This is an optimization exercise on Yosys and OpenROAD, whose aim is small area, not a production implementation.
The RTL was checked by simulation tests, not by an equivalence proof against the original design.
Power figures rest on the tool's default switching activity, not on a simulated workload.

==> flow/design.v <==
module aq_ifu_ibuf_queue #(
  parameter int DEPTH   = 16,
  parameter int CRT_NUM = 3,
  parameter int RET_NUM = 2,
  parameter int HINFO_W = 22,
  localparam int PTR_W  = $clog2(DEPTH),
  localparam int CNT_W  = $clog2(DEPTH+1)
) (
  input  logic                         forever_cpuclk,
  input  logic                         cpurst_b,
  input  logic                         ibuf_flush_en,
  input  logic [CRT_NUM-1:0]           ibuf_create_vld,
  input  logic [16*CRT_NUM-1:0]        ibuf_create_inst,
  input  logic [2*CRT_NUM-1:0]         ibuf_create_pred_taken,
  input  logic [HINFO_W*CRT_NUM-1:0]   ibuf_create_halt_info,
  input  logic [CRT_NUM-1:0]           ibuf_create_acc_err,
  input  logic [CRT_NUM-1:0]           ibuf_create_pgflt,
  output logic                         ibuf_create_rdy,
  input  logic [RET_NUM-1:0]           ibuf_retire_en,
  output logic [RET_NUM-1:0]           ibuf_head_vld,
  output logic [16*RET_NUM-1:0]        ibuf_head_inst,
  output logic [2*RET_NUM-1:0]         ibuf_head_pred_taken,
  output logic [HINFO_W*RET_NUM-1:0]   ibuf_head_halt_info,
  output logic [RET_NUM-1:0]           ibuf_head_acc_err,
  output logic [RET_NUM-1:0]           ibuf_head_pgflt,
  output logic [CNT_W-1:0]             ibuf_entry_cnt
);
  localparam int W = 16 + 2 + HINFO_W + 2;    
  logic [3:0] r_rptr, w_wptr;
  logic [4:0] r_cnt;
  logic [15:0][W-1:0] r_ent;
  logic [2:0][W-1:0] w_cdat;
  for (genvar k = 0; k < 3; k++) begin : g_cdat
    assign w_cdat[k] = {ibuf_create_pgflt[k], ibuf_create_acc_err[k],
                        ibuf_create_halt_info[HINFO_W*k +: HINFO_W],
                        ibuf_create_pred_taken[2*k +: 2],
                        ibuf_create_inst[16*k +: 16]};
  end
  logic w_rdy;
  assign w_rdy           = (r_cnt <= 5'd13);
  assign ibuf_create_rdy = w_rdy;
  assign ibuf_entry_cnt  = r_cnt;
  assign ibuf_head_vld[0] = (r_cnt != 5'd0);
  assign ibuf_head_vld[1] = (r_cnt[4:1] != 4'd0);
  logic w_acc, w_c1, w_c2, w_c3;
  assign w_acc = w_rdy & ~ibuf_flush_en;
  assign w_c1  = w_acc & ibuf_create_vld[0];
  assign w_c2  = w_c1 & ibuf_create_vld[1];
  assign w_c3  = w_c2 & ibuf_create_vld[2];
  logic [1:0] w_ccnt;
  assign w_ccnt = {w_c2, w_c1 & ~w_c2 | w_c3};
  logic w_r1, w_r2;
  assign w_r1 = ibuf_retire_en[0] & ibuf_head_vld[0];
  assign w_r2 = ibuf_retire_en[0] & ibuf_retire_en[1] & ibuf_head_vld[1];
  logic [1:0] w_rcnt;
  assign w_rcnt = {w_r2, w_r1 & ~w_r2};
  logic [2:0] w_delta;
  assign w_delta = {1'b0, w_ccnt} - {1'b0, w_rcnt};
  always_ff @(posedge forever_cpuclk or negedge cpurst_b) begin
    if (!cpurst_b) begin
      r_rptr <= '0;
      r_cnt  <= '0;
    end else if (ibuf_flush_en) begin
      r_rptr <= '0;
      r_cnt  <= '0;
    end else begin
      r_rptr <= r_rptr + {2'b0, w_rcnt};
      r_cnt  <= r_cnt + {{2{w_delta[2]}}, w_delta};
    end
  end
  assign w_wptr = r_rptr + r_cnt[3:0];
  logic [3:0][W-1:0] w_bdat;
  logic [3:0]        w_bwe, w_breach;
  logic [3:0][1:0]   w_bslot;
  for (genvar b = 0; b < 4; b++) begin : g_bank
    logic [1:0] sel;
    assign sel = 2'(b) - w_wptr[1:0];
    assign w_bdat[b] = ~(({W{sel == 2'd0}} & w_cdat[0])
                       | ({W{sel == 2'd1}} & w_cdat[1])
                       | ({W{sel == 2'd2}} & w_cdat[2]));
    assign w_bwe[b]  = (sel == 2'd0) & w_c1
                     | (sel == 2'd1) & w_c2
                     | (sel == 2'd2) & w_c3;
    assign w_bslot[b] = w_wptr[3:2] + {1'b0, (2'(b) < w_wptr[1:0])};
    assign w_breach[b] = w_rdy & (sel != 2'd3);
  end
  logic [15:0] w_we, w_hold;
  for (genvar e = 0; e < 16; e++) begin : g_we
    logic hit;
    assign hit       = (w_bslot[e % 4] == 2'(e / 4));
    assign w_we[e]   = w_bwe[e % 4] & hit;
    assign w_hold[e] = ~(w_breach[e % 4] & hit);
  end
  always_ff @(posedge forever_cpuclk) begin
    for (int e = 0; e < 16; e++) begin
      r_ent[e] <= ({W{w_we[e]}} & w_bdat[e % 4]) | ({W{w_hold[e]}} & r_ent[e]);
    end
  end
  logic [2:0] w_eidx, w_oidx;
  assign w_oidx = r_rptr[3:1];
  assign w_eidx = r_rptr[3:1] + {2'b0, r_rptr[0]};
  logic [W-1:0] w_even, w_odd;
  always_comb begin
    w_even = '0;
    w_odd  = '0;
    for (int j = 0; j < 8; j++) begin
      w_even |= {W{w_eidx == 3'(j)}} & r_ent[2*j];
      w_odd  |= {W{w_oidx == 3'(j)}} & r_ent[2*j+1];
    end
  end
  logic [1:0][W-1:0] w_head;
  assign w_head[0] = ~(r_rptr[0] ? w_odd  : w_even);
  assign w_head[1] = ~(r_rptr[0] ? w_even : w_odd);
  for (genvar i = 0; i < 2; i++) begin : g_head
    assign ibuf_head_inst[16*i +: 16]                = w_head[i][15:0];
    assign ibuf_head_pred_taken[2*i +: 2]            = w_head[i][17:16];
    assign ibuf_head_halt_info[HINFO_W*i +: HINFO_W] = w_head[i][18 +: HINFO_W];
    assign ibuf_head_acc_err[i]                      = w_head[i][W-2];
    assign ibuf_head_pgflt[i]                        = w_head[i][W-1];
  end
endmodule
==> flow/config.mk <==
export PLATFORM = sky130hd
export DESIGN_NAME = aq_ifu_ibuf_queue
export DESIGN_NICKNAME = aq_ifu_ibuf_queue
export VERILOG_FILES = /design/flow/design.v
export SDC_FILE = /design/flow/constraint.sdc
export NUM_CORES = 4
export LEC_CHECK = 0
export CAP_MARGIN = 25
export CORE_MARGIN = 2
export CORE_UTILIZATION = 80
export PLACE_DENSITY = 0.9
export SLEW_MARGIN = 25
==> flow/constraint.sdc <==
create_clock -name core_clock -period 6.0 [get_ports {forever_cpuclk}]
set_input_delay 1.2000 -clock core_clock [delete_from_list [all_inputs] [get_ports {forever_cpuclk}]]
set_output_delay 1.2000 -clock core_clock [all_outputs]
set_load 0.01 [all_outputs]
standard.sh (not shown) runs the stock make flow with config.mk's settings and CLKGATE_MAP_FILE= SYNTH_SCRIPT=/design/flow/synth_recipe.tcl, a recipe that flattens the netlist after the stock synthesis.
==> flow/flow/run.sh <==
#!/bin/bash
# Own layout flow: the standard ORFS flow, except for the ABC step of
# synthesis. Registers and everything before ABC are exactly the standard
# synthesis. ABC then runs twice:
#  1. on the load/hold select logic in front of each payload flip-flop
#     (the cells within three levels of a dfxtp D pin), with a cell
#     library restricted so that it maps to and-or cells (flow/abc_ff.script);
#  2. on the rest of the logic, with an area-oriented script
#     (flow/abc_area.script).
# Extra ORFS make variables come from flow/make_vars.txt.
set -euo pipefail
W=$PWD
F=$W/flow
cat > $W/my_synth.tcl <<EOF
proc abc {args} {
  set i [lsearch -exact \$args -script]
  set a1 \$args
  set a2 \$args
  lset a1 [expr {\$i + 1}] $F/abc_ff.script
  lset a2 [expr {\$i + 1}] $F/abc_area.script
  foreach p {*o22ai* *o21ai* *o2bb2* *a2bb2* *mux2* *o22a_* *a22oi* *o211* *a211* *o221* *a221*} {
    lappend a1 -dont_use \$p
  }
  yosys select -set ffd t:sky130_fd_sc_hd__dfxtp_1 %ci1:+sky130_fd_sc_hd__dfxtp_1\[D\] %ci3 t:\\\$_* %i
  yosys abc {*}\$a1 @ffd
  yosys abc {*}\$a2
}
source $W/synth_recipe.tcl
EOF
EXTRA=()
[[ -f $F/make_vars.txt ]] && mapfile -t EXTRA < <(grep -v '^#' $F/make_vars.txt | grep -v '^$')
make -C $FLOW_HOME DESIGN_CONFIG=$FLOW_CONFIG WORK_HOME=$W/orfs CLKGATE_MAP_FILE= \
  SYNTH_SCRIPT=$W/my_synth.tcl "${EXTRA[@]}" finish > $W/make_finish.log 2>&1
R=$W/orfs/results/$FLOW_PLATFORM/aq_ifu_ibuf_queue/base
: # left out here: write the final layout as DEF
==> flow/flow/abc_area.script <==
strash
dch
amap -F 1000
topo
==> flow/flow/abc_ff.script <==
strash
&get -n
&nf -a
&put
==> flow/flow/make_vars.txt <==
# extra ORFS make variables, one per line
BUFFER_PORTS_ARGS=-buffer_cell sky130_fd_sc_hd__buf_1
CTS_ARGS=-sink_clustering_enable -repair_clock_nets -dont_use_dummy_load -buf_list {sky130_fd_sc_hd__clkbuf_8 sky130_fd_sc_hd__clkbuf_16} -root_buf sky130_fd_sc_hd__clkbuf_16 -tree_buf sky130_fd_sc_hd__clkbuf_16 -sink_clustering_buffer sky130_fd_sc_hd__clkbuf_8 -sink_clustering_size 16 -sink_clustering_max_diameter 45
ADDER_MAP_FILE=
The starting point finished clean.
==> next run, changes <==
CORE_UTILIZATION = 75   (was 80)
PLACE_DENSITY = 0.85   (was 0.9)
The changed run completed with no timing, DRC or antenna violations.
Clock-buffer cell count is unchanged.
Power decreases by 0.88%.
Sequential share of layout area decreases by 0.42 points.
Core utilization decreases by 4.8 points.
Area after synthesis stays the same.
Cell count increases by 2.1%.
Final area increases by 0.89%.
Flip-flop and latch count does not change.
Clock skew increases by 0.013 ns.
==> next run, changes <==
==> flow/flow/make_vars.txt (replaced) <==
# extra ORFS make variables, one per line
BUFFER_PORTS_ARGS=-buffer_cell sky130_fd_sc_hd__buf_1
CTS_ARGS=-sink_clustering_enable -repair_clock_nets -dont_use_dummy_load -buf_list {sky130_fd_sc_hd__clkbuf_4 sky130_fd_sc_hd__clkbuf_16} -root_buf sky130_fd_sc_hd__clkbuf_16 -tree_buf sky130_fd_sc_hd__clkbuf_16 -sink_clustering_buffer sky130_fd_sc_hd__clkbuf_4 -sink_clustering_size 10 -sink_clustering_max_diameter 40
ADDER_MAP_FILE=
CORE_UTILIZATION = 65   (was 75)
PLACE_DENSITY = 0.75   (was 0.85)
What happened: The changed run ran to the end with no violations; wire length is higher slightly; cell area went up slightly; sequential power hardly moves; synthesized cell count is unchanged; hold slack is about the same; clock skew drops by 0.013 ns; sequential share of layout area drops by 0.22 points.

========
== rev 12 ==
RTL: the design.v shown in full above, as it stands there.
==> flow/config.mk <==
export PLATFORM = sky130hd
export DESIGN_NAME = aq_ifu_ibuf_queue
export DESIGN_NICKNAME = aq_ifu_ibuf_queue
export VERILOG_FILES = /design/flow/design.v
export SDC_FILE = /design/flow/constraint.sdc
export NUM_CORES = 4
export LEC_CHECK = 0
export CAP_MARGIN = 40
export CORE_MARGIN = 2
export CORE_UTILIZATION = 65
export PLACE_DENSITY = 0.75
export SLEW_MARGIN = 30
==> flow/constraint.sdc <==
create_clock -name core_clock -period 6.0 [get_ports {forever_cpuclk}]
set_input_delay 1.2000 -clock core_clock [delete_from_list [all_inputs] [get_ports {forever_cpuclk}]]
set_output_delay 1.2000 -clock core_clock [all_outputs]
set_load 0.01 [all_outputs]
==> flow/flow/make_vars.txt <==
# extra ORFS make variables, one per line
BUFFER_PORTS_ARGS=-buffer_cell sky130_fd_sc_hd__buf_1
CTS_ARGS=-sink_clustering_enable -repair_clock_nets -dont_use_dummy_load -buf_list {sky130_fd_sc_hd__clkbuf_8 sky130_fd_sc_hd__clkbuf_16} -root_buf sky130_fd_sc_hd__clkbuf_16 -tree_buf sky130_fd_sc_hd__clkbuf_16 -sink_clustering_buffer sky130_fd_sc_hd__clkbuf_8 -sink_clustering_size 18 -sink_clustering_max_diameter 50
ADDER_MAP_FILE=
Scripts as last shown in full above: flow/flow/run.sh, flow/flow/abc_area.script, flow/flow/abc_ff.script
Per the final summary, rev 12 finished and its layout is clean on timing, DRC and antenna.
The following lists how rev 13 was set up differently from rev 12:
# rev 12
export LEC_CHECK = 0
export CAP_MARGIN = 40
export CORE_MARGIN = 2
export CORE_UTILIZATION = 65
export PLACE_DENSITY = 0.75
export SLEW_MARGIN = 30
create_clock -name core_clock -period 6.0 [get_ports {forever_cpuclk}]
# rev 13
export LEC_CHECK = 0
export CAP_MARGIN = 25
export CORE_MARGIN = 2
export CORE_UTILIZATION = 65
export PLACE_DENSITY = 0.75
export SLEW_MARGIN = 25
create_clock -name core_clock -period 6.0 [get_ports {forever_cpuclk}]
==> flow/flow/make_vars.txt <==
# extra ORFS make variables, one per line
BUFFER_PORTS_ARGS=-buffer_cell sky130_fd_sc_hd__buf_1
CTS_ARGS=-sink_clustering_enable -repair_clock_nets -dont_use_dummy_load -buf_list {sky130_fd_sc_hd__clkbuf_8 sky130_fd_sc_hd__clkbuf_16} -root_buf sky130_fd_sc_hd__clkbuf_16 -tree_buf sky130_fd_sc_hd__clkbuf_16 -sink_clustering_buffer sky130_fd_sc_hd__clkbuf_8 -sink_clustering_size 16 -sink_clustering_max_diameter 45
ADDER_MAP_FILE=
--- outcome ---
Post-route core utilization of rev 12 is on par with rev 13. The multi-input gate share of total cell area was comparable across rev 12 and rev 13. Summary: with rev 12 as the reference, violation count after the first detailed-route iteration in rev 13 moved up by a few percent. Comparing rev 12 with rev 13, the remaining global-route overflow came out essentially unchanged.

[port drivers added, routing unchanged]
No port has a modelled driver above. Below, the same layouts with a new extraction and two added sets of constraints.
Step 1 (the two cells are an assumption about what drives the block):
set clk [get_ports {forever_cpuclk}]
set_driving_cell -lib_cell sky130_fd_sc_hd__clkbuf_16 $clk
set_driving_cell -lib_cell sky130_fd_sc_hd__buf_2 [delete_from_list [all_inputs] $clk]
Step 2 also shifts input and output timing later by t, the mid clock arrival at the registers, as if the neighbouring blocks saw the same clock.
a / b / c = ideal ports / drivers / drivers and shift; a / b = the first two.
| run | shift t [ns] | setup slack, ns | worst setup path at the end |
|---|---|---|---|
| the first run of note 1 | 0.617 | 0.434 / 0.376 / 0.646 | input to register |
| the second run of note 1 | 0.609 | 0.219 / 0.163 / 0.771 | register to output |
| the third run of note 1 | 0.630 | 0.248 / 0.189 / 0.727 | register to register |
| rev 12 | 0.633 | 0.396 / 0.335 / 0.968 | register to output |
| rev 13 | 0.633 | 0.255 / 0.198 / 0.749 | register to register |
After both steps every run listed still meets setup and hold.
